From an optimization exercise on the open Yosys and OpenROAD flow, aimed at small area; shortcuts taken in it are not production practice.
RTL that was checked went through simulation tests only; none was proved equivalent to the original.
Power is estimated from default activity; no workload was simulated.

==> flow/design.v <==
`default_nettype none
package adc_cfg_pkg;
  localparam int SAMPLE_W          = 8;   
  localparam int NUM_CH            = 4;   
  localparam int SAMPLES_PER_FRAME = 4;   
  localparam int SLOT_W            = 2;   
  localparam int FIFO_DEPTH = 8;                     
  localparam int FIFO_AW    = $clog2(FIFO_DEPTH);    
  localparam int FIFO_CNT_W = FIFO_AW + 1;           
  localparam bit EXTRA_REG = 1'b1;
endpackage
`default_nettype wire
`default_nettype none
package adc_frame_pkg;
  localparam int FRM_SAMPLE_W = 8;
  localparam int FRM_SAMPLES  = 4;
  typedef logic [FRM_SAMPLE_W-1:0] sample_t;
  typedef struct packed {
    sample_t di_d;
    sample_t di;
    sample_t dq_d;
    sample_t dq;
  } lane_word_t;
  typedef logic [FRM_SAMPLES-1:0][FRM_SAMPLE_W-1:0] channel_frame_t;
  typedef struct packed {
    channel_frame_t di_d;
    channel_frame_t di;
    channel_frame_t dq_d;
    channel_frame_t dq;
  } sample_frame_t;
  typedef struct packed {
    logic [FRM_SAMPLES-1:0] sync;         
    logic [1:0]                   outofrange;   
  } frame_status_t;
  typedef struct packed {
    frame_status_t status;
    sample_frame_t samples;
  } adc_frame_t;
endpackage
`default_nettype wire
`timescale 1ns/1ps
`default_nettype none
module adc_capture_top (
  input  logic         adc_clk,
  input  logic         dcm_reset,
  input  logic [31:0]  lane,
  input  logic         sync,
  input  logic         overrange,
  input  logic         out_ready,
  output logic [133:0] out_frame,
  output logic         out_valid,
  output logic         overflow
);
  logic [33:0] d1, d2, d3, d4;
  always_ff @(posedge adc_clk) begin
    d1 <= {sync, overrange, lane};
    d2 <= d1;
    d3 <= d2;
    d4 <= d3;
  end
  logic [133:0] wdata;
  assign wdata = {d1[33], d2[33], d3[33], d4[33],
                  d1[32] | d2[32], d3[32] | d4[32],
                  d1[31:24], d2[31:24], d3[31:24], d4[31:24],
                  d1[23:16], d2[23:16], d3[23:16], d4[23:16],
                  d1[15:8],  d2[15:8],  d3[15:8],  d4[15:8],
                  d1[7:0],   d2[7:0],   d3[7:0],   d4[7:0]};
  logic [1:0] slot;
  logic       frame_done;   
  logic       wr_valid;     
  always_ff @(posedge adc_clk) begin
    if (dcm_reset) begin
      slot       <= '0;
      frame_done <= 1'b0;
      wr_valid   <= 1'b0;
    end else begin
      slot       <= slot + 1'b1;
      frame_done <= (slot == 2'd3);
      wr_valid   <= frame_done;
    end
  end
  logic [133:0] mem [0:5];
  logic [133:0] next_q;     
  logic         next_v;
  logic [5:0]   wr_sel;     
  logic [5:0]   rd_sel;     
  logic [3:0]   count;      
  logic         full;
  logic         pop;
  logic         we;         
  logic         store;      
  logic         load;       
  logic         mem_has;    
  logic         fetch;      
  logic [133:0] rd_data;
  assign full    = count[3];
  assign pop     = out_valid & out_ready;
  assign we      = frame_done & ~(full & ~pop);
  assign store   = wr_valid & ~full;
  assign load    = (count > {3'b000, out_valid}) & (~out_valid | pop);
  assign mem_has = (count + {3'b000, store}) > ({3'b000, out_valid} + {3'b000, next_v});
  assign fetch   = mem_has & (~next_v | load);
  always_comb begin
    rd_data = '0;
    for (int i = 0; i < 6; i++) begin
      rd_data = rd_data | ({134{rd_sel[i]}} & mem[i]);
    end
  end
  always_ff @(posedge adc_clk) begin
    for (int i = 0; i < 6; i++) begin
      if (we && wr_sel[i]) begin
        mem[i] <= wdata;
      end
    end
    if (fetch) begin
      next_q <= rd_data;
    end
    if (load) begin
      out_frame <= next_q;
    end
  end
  always_ff @(posedge adc_clk) begin
    if (dcm_reset) begin
      wr_sel    <= 6'd1;
      rd_sel    <= 6'd1;
      next_v    <= 1'b0;
      count     <= '0;
      out_valid <= 1'b0;
      overflow  <= 1'b0;
    end else begin
      if (we) begin
        wr_sel <= {wr_sel[4:0], wr_sel[5]};
      end
      if (fetch) begin
        rd_sel <= {rd_sel[4:0], rd_sel[5]};
      end
      next_v <= fetch | (next_v & ~load);
      count  <= count + {3'b000, store} - {3'b000, pop};
      if (load) begin
        out_valid <= 1'b1;
      end else if (pop) begin
        out_valid <= 1'b0;
      end
      if (wr_valid & full) begin
        overflow <= 1'b1;
      end
    end
  end
endmodule
`default_nettype wire
export LEC_CHECK = 0
export CAP_MARGIN = 20
export CORE_MARGIN = 2
export CORE_UTILIZATION = 50
export PLACE_DENSITY = 0.7
export SLEW_MARGIN = 20
create_clock -name core_clock -period 5.0 [get_ports {adc_clk}]
standard.sh (not shown) runs the stock make flow with config.mk's settings and CLKGATE_MAP_FILE= SYNTH_SCRIPT=/design/flow/synth_recipe.tcl, a recipe that flattens the netlist after the stock synthesis.
==> flow/flow/run.sh <==
#!/bin/bash
# The standard synthesis unchanged, then the standard ORFS layout with smaller port
# buffers, a clock tree of clkbuf_8 over larger sink clusters without dummy loads, and
# no large signal buffers for the resizer.
set -euo pipefail
cd "$(dirname "$0")/.."
bash standard.sh synth > flow_synth.log 2>&1
bash standard.sh \
  "DONT_USE_CELLS=sky130_fd_sc_hd__probe_p_8 sky130_fd_sc_hd__probec_p_8 sky130_fd_sc_hd__lpflow_bleeder_1 sky130_fd_sc_hd__lpflow_clkbufkapwr_1 sky130_fd_sc_hd__lpflow_clkbufkapwr_16 sky130_fd_sc_hd__lpflow_clkbufkapwr_2 sky130_fd_sc_hd__lpflow_clkbufkapwr_4 sky130_fd_sc_hd__lpflow_clkbufkapwr_8 sky130_fd_sc_hd__lpflow_clkinvkapwr_1 sky130_fd_sc_hd__lpflow_clkinvkapwr_16 sky130_fd_sc_hd__lpflow_clkinvkapwr_2 sky130_fd_sc_hd__lpflow_clkinvkapwr_4 sky130_fd_sc_hd__lpflow_clkinvkapwr_8 sky130_fd_sc_hd__lpflow_decapkapwr_12 sky130_fd_sc_hd__lpflow_decapkapwr_3 sky130_fd_sc_hd__lpflow_decapkapwr_4 sky130_fd_sc_hd__lpflow_decapkapwr_6 sky130_fd_sc_hd__lpflow_decapkapwr_8 sky130_fd_sc_hd__lpflow_inputiso0n_1 sky130_fd_sc_hd__lpflow_inputiso0p_1 sky130_fd_sc_hd__lpflow_inputiso1n_1 sky130_fd_sc_hd__lpflow_inputiso1p_1 sky130_fd_sc_hd__lpflow_inputisolatch_1 sky130_fd_sc_hd__lpflow_isobufsrc_1 sky130_fd_sc_hd__lpflow_isobufsrc_16 sky130_fd_sc_hd__lpflow_isobufsrc_2 sky130_fd_sc_hd__lpflow_isobufsrc_4 sky130_fd_sc_hd__lpflow_isobufsrc_8 sky130_fd_sc_hd__lpflow_isobufsrckapwr_16 sky130_fd_sc_hd__lpflow_lsbuf_lh_hl_isowell_tap_1 sky130_fd_sc_hd__lpflow_lsbuf_lh_hl_isowell_tap_2 sky130_fd_sc_hd__lpflow_lsbuf_lh_hl_isowell_tap_4 sky130_fd_sc_hd__lpflow_lsbuf_lh_isowell_4 sky130_fd_sc_hd__lpflow_lsbuf_lh_isowell_tap_1 sky130_fd_sc_hd__lpflow_lsbuf_lh_isowell_tap_2 sky130_fd_sc_hd__lpflow_lsbuf_lh_isowell_tap_4  sky130_fd_sc_hd__buf_8 sky130_fd_sc_hd__buf_12 sky130_fd_sc_hd__buf_16" \
  "BUFFER_PORTS_ARGS=-buffer_cell sky130_fd_sc_hd__buf_1" \
  "CTS_ARGS=-sink_clustering_enable -repair_clock_nets -sink_clustering_size 16 -sink_clustering_max_diameter 60 -dont_use_dummy_load -buf_list sky130_fd_sc_hd__clkbuf_8" \
  finish > flow_layout.log 2>&1
==> next run, changes <==
--- a/flow/design.v
+++ b/flow/design.v
@@ -81,10 +81,10 @@
   end
   logic [133:0] mem [0:5];
   logic [133:0] next_q;     
   logic         next_v;
-  logic [5:0]   wr_sel;     
-  logic [5:0]   rd_sel;     
+  logic [2:0]   wr_ptr;     
+  logic [2:0]   rd_ptr;     
   logic [3:0]   count;      
   logic         full;
   logic         pop;
   logic         we;         
@@ -102,14 +102,14 @@
   assign fetch   = mem_has & (~next_v | load);
   always_comb begin
     rd_data = '0;
     for (int i = 0; i < 6; i++) begin
-      rd_data = rd_data | ({134{rd_sel[i]}} & mem[i]);
+      rd_data = rd_data | ({134{rd_ptr == 3'(i)}} & mem[i]);
     end
   end
   always_ff @(posedge adc_clk) begin
     for (int i = 0; i < 6; i++) begin
-      if (we && wr_sel[i]) begin
+      if (we && wr_ptr == 3'(i)) begin
         mem[i] <= wdata;
       end
     end
     if (fetch) begin
@@ -120,20 +120,20 @@
     end
   end
   always_ff @(posedge adc_clk) begin
     if (dcm_reset) begin
-      wr_sel    <= 6'd1;
-      rd_sel    <= 6'd1;
+      wr_ptr    <= '0;
+      rd_ptr    <= '0;
       next_v    <= 1'b0;
       count     <= '0;
       out_valid <= 1'b0;
       overflow  <= 1'b0;
     end else begin
       if (we) begin
-        wr_sel <= {wr_sel[4:0], wr_sel[5]};
+        wr_ptr <= (wr_ptr == 3'd5) ? 3'd0 : wr_ptr + 1'b1;
       end
       if (fetch) begin
-        rd_sel <= {rd_sel[4:0], rd_sel[5]};
+        rd_ptr <= (rd_ptr == 3'd5) ? 3'd0 : rd_ptr + 1'b1;
       end
       next_v <= fetch | (next_v & ~load);
       count  <= count + {3'b000, store} - {3'b000, pop};
       if (load) begin
=>
- The changed run ran to the end with no violations
- wire length falls by 0.84%
- hold slack improves by 0.062 ns
- power goes up by 2.9%
- clock power barely changes
- critical path depth drops by 3
- sequential share of layout area drops by 0.59 points
- cell count came out higher by 1.0%
- design area is higher by 0.32%
For the second run of this note, only the layout was checked, not whether the RTL still works.

========
adc_capture_top, a different RTL version from the one above (not shown whole).
Size: roughly 1,200 flip-flops, about 170 I/O pins, about 41,000 um2 of cells after synthesis.
==> module adc_capture_top, before the edit <==
module adc_capture_top (
  input  logic         adc_clk,
  input  logic         dcm_reset,
  input  logic [31:0]  lane,
  input  logic         sync,
  input  logic         overrange,
  input  logic         out_ready,
  output logic [133:0] out_frame,
  output logic         out_valid,
  output logic         overflow
);
  logic [33:0] d1, d2, d3, d4;
  always_ff @(posedge adc_clk) begin
    d1 <= {sync, overrange, lane};
    d2 <= d1;
    d3 <= d2;
    d4 <= d3;
  end
  logic [133:0] wdata;
  assign wdata = {d1[33], d2[33], d3[33], d4[33],
                  d1[32] | d2[32], d3[32] | d4[32],
                  d1[31:24], d2[31:24], d3[31:24], d4[31:24],
                  d1[23:16], d2[23:16], d3[23:16], d4[23:16],
                  d1[15:8],  d2[15:8],  d3[15:8],  d4[15:8],
                  d1[7:0],   d2[7:0],   d3[7:0],   d4[7:0]};
  logic [1:0] slot;
  logic       frame_done;   
  logic       wr_valid;     
  always_ff @(posedge adc_clk) begin
    if (dcm_reset) begin
      slot       <= '0;
      frame_done <= 1'b0;
      wr_valid   <= 1'b0;
    end else begin
      slot       <= slot + 1'b1;
      frame_done <= (slot == 2'd3);
      wr_valid   <= frame_done;
    end
  end
  logic [133:0] mem [0:7];
  logic [2:0]   wr_ptr;
  logic [3:0]   count;      
  logic         full;
  logic         pop;
  logic         we;         
  logic         store;      
  logic         load;
  assign full  = count[3];
  assign pop   = out_valid & out_ready;
  assign we    = frame_done & ~(full & ~pop);
  assign store = wr_valid & ~full;
  assign load  = (count > {3'b000, out_valid}) & (~out_valid | pop);
  always_ff @(posedge adc_clk) begin
    if (we) begin
      mem[wr_ptr] <= wdata;
    end
  end
  logic [7:0] rd_sel;
  always_comb begin
    out_frame = '0;
    for (int i = 0; i < 8; i++) begin
      out_frame = out_frame | ({134{rd_sel[i]}} & mem[i]);
    end
  end
  always_ff @(posedge adc_clk) begin
    if (dcm_reset) begin
      wr_ptr    <= '0;
      rd_sel    <= 8'd1;
      count     <= '0;
      out_valid <= 1'b0;
      overflow  <= 1'b0;
    end else begin
      if (we) begin
        wr_ptr <= wr_ptr + 1'b1;
      end
      if (pop) begin
        rd_sel <= {rd_sel[6:0], rd_sel[7]};
      end
      count <= count + {3'b000, store} - {3'b000, pop};
      if (load) begin
        out_valid <= 1'b1;
      end else if (pop) begin
        out_valid <= 1'b0;
      end
      if (wr_valid & full) begin
        overflow <= 1'b1;
      end
    end
  end
endmodule
clock: 5.0 ns
lec_check: 0
cap_margin: 20
core_margin: 2
core_utilization: 40
place_density: 0.6
slew_margin: 20
run.sh (not shown) runs the stock make flow with config.mk's settings and CLKGATE_MAP_FILE= SYNTH_SCRIPT=/design/flow/synth_recipe.tcl, a recipe that flattens the netlist after the stock synthesis.
Stock flow here: none of the scripts above is used.
Next try:
--- a/flow/design.v
+++ b/flow/design.v
@@ -82,4 +82,5 @@
   logic [133:0] mem [0:7];
   logic [2:0]   wr_ptr;
+  logic [2:0]   rd_ptr;
   logic [3:0]   count;      
   logic         full;
@@ -102,4 +103,5 @@
     out_frame = '0;
     for (int i = 0; i < 8; i++) begin
+      rd_sel[i] = (rd_ptr == 3'(i));
       out_frame = out_frame | ({134{rd_sel[i]}} & mem[i]);
     end
@@ -108,5 +110,5 @@
     if (dcm_reset) begin
       wr_ptr    <= '0;
-      rd_sel    <= 8'd1;
+      rd_ptr    <= '0;
       count     <= '0;
       out_valid <= 1'b0;
@@ -117,5 +119,5 @@
       end
       if (pop) begin
-        rd_sel <= {rd_sel[6:0], rd_sel[7]};
+        rd_ptr <= rd_ptr + 1'b1;
       end
       count <= count + {3'b000, store} - {3'b000, pop};
After rerunning:
- worst setup slack degrades by 520 ps
- combinational power rises by 140%
- global-route usage rose by 0.23 points
- clock power is higher by 6.6%
- maximum frequency fell by 11%
- design area went up by 2.2%
- total power went up by 10%
- synthesized area increases by 1.4%
The RTL of the second run of this note was laid out without a check of its function.

-- afterwards: timing with drivers on the ports --
No port has a modelled driver above. Below, the same layouts with a new extraction and two added sets of constraints. Step 1: set_driving_cell puts a clkbuf_16 on adc_clk and a buf_2 on each other input, an assumption about the parent block. Step 2 also shifts input and output timing later by t, the mid clock arrival at the registers, as if the neighbouring blocks saw the same clock. Slacks: ideal / step 1 / step 2; pairs: ideal / step 1.
run	t (ns)	slack for setup (ns)	hold slack, ns
the first run of note 1	0.716	1.454 / 1.454 / 1.454	0.281 / 0.281 / 0.281
the second run of note 1	0.746	1.720 / 1.720 / 1.183	0.342 / 0.313 / 0.351
the first run of note 2	0.742	0.705 / 0.636 / 1.316	0.349 / 0.349 / 0.349
the second run of note 2	0.758	0.182 / 0.118 / 0.876	0.342 / 0.342 / 0.342
After both steps setup and hold are still met in every run listed. The setup slack of the second run of note 1, which loses most, moves by 0.000 ns with the drivers and by -0.537 ns with both steps.
